Background: an optimization exercise with open tools, aiming at small area. Do not read the settings as production practice. In this exercise RTL edits were held to simulation tests only and were not proved equivalent to the original. Power and IR drop assume default switching activity.

==> flow/design.v <==
`timescale 1ns/10ps
`default_nettype none
module instruction_cache
(
    input  logic         CLK,
    input  logic         arst_n,
    input  logic         stall,
    input  logic [32-1:0]  pc,
    input  logic         pc_valid,
    output logic         cache_ready,
    output logic [32-1:0]       instruction,
    output logic         instruction_valid,
    output logic         l2_addr_valid,
    input  logic         l2_addr_ready,
    output logic [(24 + 4)-1:0]  l2_addr,
    output logic         l2_data_ready,
    input  logic         l2_data_valid,
    input  logic [(4 * 32)-1:0] l2_data
);
    localparam int NS  = 16;
    localparam int TW  = 24;
    localparam int BW  = (4 * 32);
    localparam int WW  = 32;
    localparam int EW  = TW + BW;           
    localparam int WORD_LSB = 2;
    localparam int SET_LSB  = WORD_LSB + 2;
    localparam int TAG_LSB  = SET_LSB + 4;
    localparam logic [3:0] INS0 = 4'd0;
    localparam logic [3:0] INS1 = 4'd6;
    localparam logic [3:0] INS2 = 4'd11;
    localparam logic [1:0] IDLE      = 2'd0;
    localparam logic [1:0] REQUEST   = 2'd1;
    localparam logic [1:0] WAIT_DATA = 2'd2;
    localparam logic [1:0] WRITE     = 2'd3;
    logic [1:0]                 state;
    logic [3:0]                 phase;
    logic [31:2]                pc_if2;
    logic [31:2]                pc_if3;
    logic                       valid_if2;
    logic                       valid_if3;
    logic                       replay;
    logic [NS-1:0]              lru_bits;
    logic [2*NS*EW-1:0]         ring;
    logic [NS-1:0]              both_bits;
    logic                       pend;
    logic [BW-1:0]              buf_block;
    logic [TW-1:0]              buf_tag;
    logic [3:0]                 buf_set;
    logic                       buf_way;
    logic [3:0]                 out_set;
    logic [3:0]                 out_slot;
    logic [1:0]                 out_word;
    logic                       out_way;
    logic [3:0]                 set_if3;
    logic [TW-1:0]              tag_if3;
    logic [1:0]                 word_if3;
    logic [3:0]                 slot_if3;
    logic                       cins;
    logic [1:0]                 hit;
    logic                       hit_way;
    logic                       victim;
    logic                       idle;
    logic                       refill_write;
    logic                       miss_c;
    logic                       advance;
    logic                       accept;
    logic                       complete_hit;
    logic                       data_take;
    assign set_if3  = pc_if3[SET_LSB +: 4];
    assign tag_if3  = pc_if3[TAG_LSB +: TW];
    assign word_if3 = pc_if3[WORD_LSB +: 2];
    assign idle         = (state == IDLE);
    assign refill_write = (state == WRITE);
    assign miss_c       = valid_if3 && !(|hit);
    assign cache_ready  = idle && !replay && !miss_c;
    assign accept       = pc_valid && cache_ready && !stall;
    assign advance      = !stall && idle && !replay && !miss_c;
    assign complete_hit = valid_if3 && advance;
    assign hit_way      = hit[1];
    assign victim       = lru_bits[set_if3];
    assign data_take    = (state == WAIT_DATA) && l2_data_valid;
    always_ff @(posedge CLK or negedge arst_n)
    begin
        if (!arst_n)
        begin
            state <= IDLE;
        end
        else
        begin
            case (state)
                IDLE:      if (miss_c)        state <= REQUEST;
                REQUEST:   if (l2_addr_ready) state <= WAIT_DATA;
                WAIT_DATA: if (l2_data_valid) state <= WRITE;
                default:                      state <= IDLE;
            endcase
        end
    end
    assign l2_addr_valid = (state == REQUEST);
    assign l2_data_ready = (state == WAIT_DATA);
    assign l2_addr       = pc_if3[31:SET_LSB];
    always_ff @(posedge CLK)
    begin
        if (data_take)
        begin
            buf_block <= l2_data;
            buf_tag   <= tag_if3;
            buf_set   <= set_if3;
            buf_way   <= victim;
        end
    end
    logic       pend_n;
    logic [3:0] bset_n;
    logic       bway_n;
    logic [3:0] cslot_n;
    logic [5:0] put_n;             
    logic [5:0] put_q;
    logic [5:0] nput_q;
    assign cins    = |put_q;
    assign pend_n  = data_take || (pend && !cins);
    assign bset_n  = data_take ? set_if3 : buf_set;
    assign bway_n  = data_take ? victim : buf_way;
    assign cslot_n = bset_n - phase - 4'd2;
    for (genvar w = 0; w < 2; w++)
    begin : g_putn
        assign put_n[w*3+0] = pend_n && (bway_n == w) && (cslot_n == INS0);
        assign put_n[w*3+1] = pend_n && (bway_n == w) && (cslot_n == INS1);
        assign put_n[w*3+2] = pend_n && (bway_n == w) && (cslot_n == INS2);
    end
    always_ff @(posedge CLK or negedge arst_n)
    begin
        if (!arst_n)
        begin
            pend  <= 1'b0;
            put_q <= '0;
        end
        else
        begin
            pend  <= pend_n;
            put_q <= put_n;
        end
    end
    always_ff @(posedge CLK)
    begin
        nput_q <= ~put_n;
    end
    always_ff @(posedge CLK or negedge arst_n)
    begin
        if (!arst_n)
        begin
            phase <= 4'd0;
        end
        else
        begin
            phase <= phase + 4'd1;
        end
    end
    for (genvar w = 0; w < 2; w++)
    begin : g_way
        for (genvar i = 0; i < NS; i++)
        begin : g_slot
            localparam int NX = (i + 1) % NS;
            if ((i == INS0) || (i == INS1) || (i == INS2))
            begin : g_ins
                localparam int PI = w*3 + ((i == INS0) ? 0 : (i == INS1) ? 1 : 2);
                always_ff @(posedge CLK)
                begin
                    ring[(w*NS+i)*EW +: EW] <= ({EW{put_q[PI]}} & {buf_tag, buf_block})
                                             | ({EW{nput_q[PI]}} & ring[(w*NS+NX)*EW +: EW]);
                end
            end
            else
            begin : g_shift
                always_ff @(posedge CLK)
                begin
                    ring[(w*NS+i)*EW +: EW] <= ring[(w*NS+NX)*EW +: EW];
                end
            end
        end
    end
    logic [NS-1:0] ssel;           
    for (genvar i = 0; i < NS; i++)
    begin : g_ssel
        assign ssel[i] = (slot_if3 == i);
    end
    logic       both_if3;
    logic [1:0] valid_if3_w;
    assign both_if3    = both_bits[set_if3];
    assign valid_if3_w = {both_if3, both_if3 | victim};
    for (genvar w = 0; w < 2; w++)
    begin : g_cmp
        logic          byp;
        logic          rv;
        logic [TW-1:0] rtag;
        assign rv = valid_if3_w[w];
        always_comb
        begin
            rtag = '0;
            for (int i = 0; i < NS; i++)
            begin
                rtag = rtag | ({TW{ssel[i]}} & ring[(w*NS+i)*EW + BW +: TW]);
            end
        end
        assign byp  = pend && (buf_way == w) && (buf_set == set_if3);
        assign hit[w] = byp ? (buf_tag == tag_if3)
                            : (rv && (rtag == tag_if3));
    end
    always_ff @(posedge CLK or negedge arst_n)
    begin
        if (!arst_n)
        begin
            lru_bits  <= '0;
            both_bits <= '0;
        end
        else
        begin
            if (complete_hit || refill_write)
            begin
                lru_bits[set_if3] <= refill_write ? ~buf_way : ~hit_way;
            end
            if (refill_write && buf_way)
            begin
                both_bits[set_if3] <= 1'b1;
            end
        end
    end
    always_ff @(posedge CLK or negedge arst_n)
    begin
        if (!arst_n)
        begin
            valid_if2         <= 1'b0;
            valid_if3         <= 1'b0;
            replay            <= 1'b0;
            instruction_valid <= 1'b0;
        end
        else
        begin
            replay            <= refill_write;
            instruction_valid <= complete_hit || (refill_write && !stall);
            if (refill_write)
            begin
                valid_if3 <= stall;
            end
            else if (advance)
            begin
                valid_if2 <= accept;
                valid_if3 <= valid_if2;
            end
        end
    end
    always_ff @(posedge CLK)
    begin
        if (accept)
        begin
            pc_if2 <= pc[31:2];
        end
        if (advance)
        begin
            pc_if3 <= pc_if2;
        end
        if (advance)
        begin
            slot_if3 <= pc_if2[SET_LSB +: 4] - phase - 4'd1;
        end
        else
        begin
            slot_if3 <= slot_if3 - 4'd1;
        end
        out_set  <= set_if3;
        out_slot <= slot_if3 - 4'd1;
        out_word <= word_if3;
        out_way  <= refill_write ? buf_way : hit_way;
    end
    logic            out_byp;
    logic [2*NS-1:0] esel;         
    logic [3:0]      ksel;         
    logic [WW-1:0]   ring_word;
    logic [WW-1:0]   buf_word;
    assign out_byp  = pend && (buf_way == out_way) && (buf_set == out_set);
    for (genvar e = 0; e < 2*NS; e++)
    begin : g_esel
        assign esel[e] = ({out_way, out_slot} == e);
    end
    for (genvar k = 0; k < 4; k++)
    begin : g_ksel
        assign ksel[k] = (out_word == k);
    end
    logic [WW-1:0] eword [4];
    always_comb
    begin
        for (int k = 0; k < 4; k++)
        begin
            eword[k] = '0;
            for (int e = 0; e < 2*NS; e++)
            begin
                eword[k] = eword[k] | ({WW{esel[e]}} & ring[e*EW + k*WW +: WW]);
            end
        end
        ring_word = '0;
        buf_word  = '0;
        for (int k = 0; k < 4; k++)
        begin
            ring_word = ring_word | ({WW{ksel[k]}} & eword[k]);
            buf_word  = buf_word  | ({WW{ksel[k]}} & buf_block[k*WW +: WW]);
        end
    end
    assign instruction = out_byp ? buf_word : ring_word;
endmodule
`default_nettype wire
export LEC_CHECK = 0
export CAP_MARGIN = 20
export CELL_PAD_IN_SITES_DETAIL_PLACEMENT = 1
export CELL_PAD_IN_SITES_GLOBAL_PLACEMENT = 1
export CORE_MARGIN = 2
export CORE_UTILIZATION = 50
export SLEW_MARGIN = 20
create_clock -name core_clock -period 8.0 [get_ports {CLK}]
standard.sh (not shown) runs the stock make flow with config.mk's settings and CLKGATE_MAP_FILE= SYNTH_SCRIPT=/design/flow/synth_recipe.tcl, a recipe that flattens the netlist after the stock synthesis.
==> flow/flow/run.sh <==
#!/bin/bash
# ORFS layout (standard.sh) with three changes:
#  - synthesis maps logic with an area-oriented ABC script (flow/abc_area_nf.script);
#    everything else in the synthesis, registers included, is the standard one
#  - CTS without dummy loads, with larger sink clusters
#  - port buffers are buf_2
set -euo pipefail
HERE=$(pwd)
export CTS_ARGS="-sink_clustering_enable -repair_clock_nets -dont_use_dummy_load -sink_clustering_size 30 -sink_clustering_max_diameter 60 -buf_list {sky130_fd_sc_hd__clkbuf_8 sky130_fd_sc_hd__clkbuf_16}"
export BUFFER_PORTS_ARGS="-buffer_cell sky130_fd_sc_hd__buf_2"
cat > "$HERE/area_synth.tcl" <<TCL
proc abc {args} {
  set i [lsearch -exact \$args -script]
  if {\$i >= 0} { lset args [expr {\$i + 1}] $HERE/flow/abc_area_nf.script }
  yosys abc {*}\$args
}
source $HERE/synth_recipe.tcl
TCL
sed "s#SYNTH_SCRIPT=[^ ]*#SYNTH_SCRIPT=$HERE/area_synth.tcl#" standard.sh > area_standard.sh
bash area_standard.sh > standard_sh.log 2>&1
==> flow/flow/abc_area_nf.script <==
&get -n
&st
&dch -f
&nf -p -R 1000 -F 8 -C 32
&put
topo
Next try:
--- a/flow/design.v
+++ b/flow/design.v
@@ -46,11 +46,10 @@
     logic [BW-1:0]              buf_block;
     logic [TW-1:0]              buf_tag;
     logic [3:0]                 buf_set;
     logic                       buf_way;
     logic [3:0]                 out_set;
-    logic [3:0]                 out_slot;
     logic [1:0]                 out_word;
     logic                       out_way;
     logic [3:0]                 set_if3;
     logic [TW-1:0]              tag_if3;
     logic [1:0]                 word_if3;
@@ -67,10 +66,11 @@
     logic                       complete_hit;
     logic                       data_take;
     assign set_if3  = pc_if3[SET_LSB +: 4];
     assign tag_if3  = pc_if3[TAG_LSB +: TW];
     assign word_if3 = pc_if3[WORD_LSB +: 2];
+    assign slot_if3 = set_if3 - phase;
     assign idle         = (state == IDLE);
     assign refill_write = (state == WRITE);
     assign miss_c       = valid_if3 && !(|hit);
     assign cache_ready  = idle && !replay && !miss_c;
     assign accept       = pc_valid && cache_ready && !stall;
@@ -255,28 +255,21 @@
         end
         if (advance)
         begin
             pc_if3 <= pc_if2;
         end
-        if (advance)
-        begin
-            slot_if3 <= pc_if2[SET_LSB +: 4] - phase - 4'd1;
-        end
-        else
-        begin
-            slot_if3 <= slot_if3 - 4'd1;
-        end
         out_set  <= set_if3;
-        out_slot <= slot_if3 - 4'd1;
         out_word <= word_if3;
         out_way  <= refill_write ? buf_way : hit_way;
     end
+    logic [3:0]      out_slot;
     logic            out_byp;
     logic [2*NS-1:0] esel;         
     logic [3:0]      ksel;         
     logic [WW-1:0]   ring_word;
     logic [WW-1:0]   buf_word;
+    assign out_slot = out_set - phase;
     assign out_byp  = pend && (buf_way == out_way) && (buf_set == out_set);
     for (genvar e = 0; e < 2*NS; e++)
     begin : g_esel
         assign esel[e] = ({out_way, out_slot} == e);
     end
What happened:
- final cell count rises by 1.1%
- via count stays flat
- sequential share of layout area falls by 0.90 points
- utilization rises by 0.66 points
- total power falls by 5.2%

==> re-timing with driven ports <==
Ports are ideal in the flow. The routed layouts listed here were re-timed in OpenROAD. Step 1: set_driving_cell puts a clkbuf_16 on CLK and a buf_2 on each other input, an assumption about the parent block. Step 2, shift: input delay + t, output delay - t, t = (earliest + latest rising clock arrival at the registers) / 2. This alone moves slack from input paths to output paths. Slacks: no drivers / after step 1 / after step 2; pairs: no drivers / after step 1.
| run | shift t [ns] | setup slack, ns | worst setup path after step 2 | worst register clock-pin slew, ns |
|---|---|---|---|---|
| the first run | 1.000 | 0.308 / 0.206 / 1.207 | register to output | 0.11 / 0.11 |
| the second run | 1.003 | 0.056 / -0.052 / 0.951 | register to output | 0.11 / 0.11 |
After both steps setup and hold are still met in every run listed.
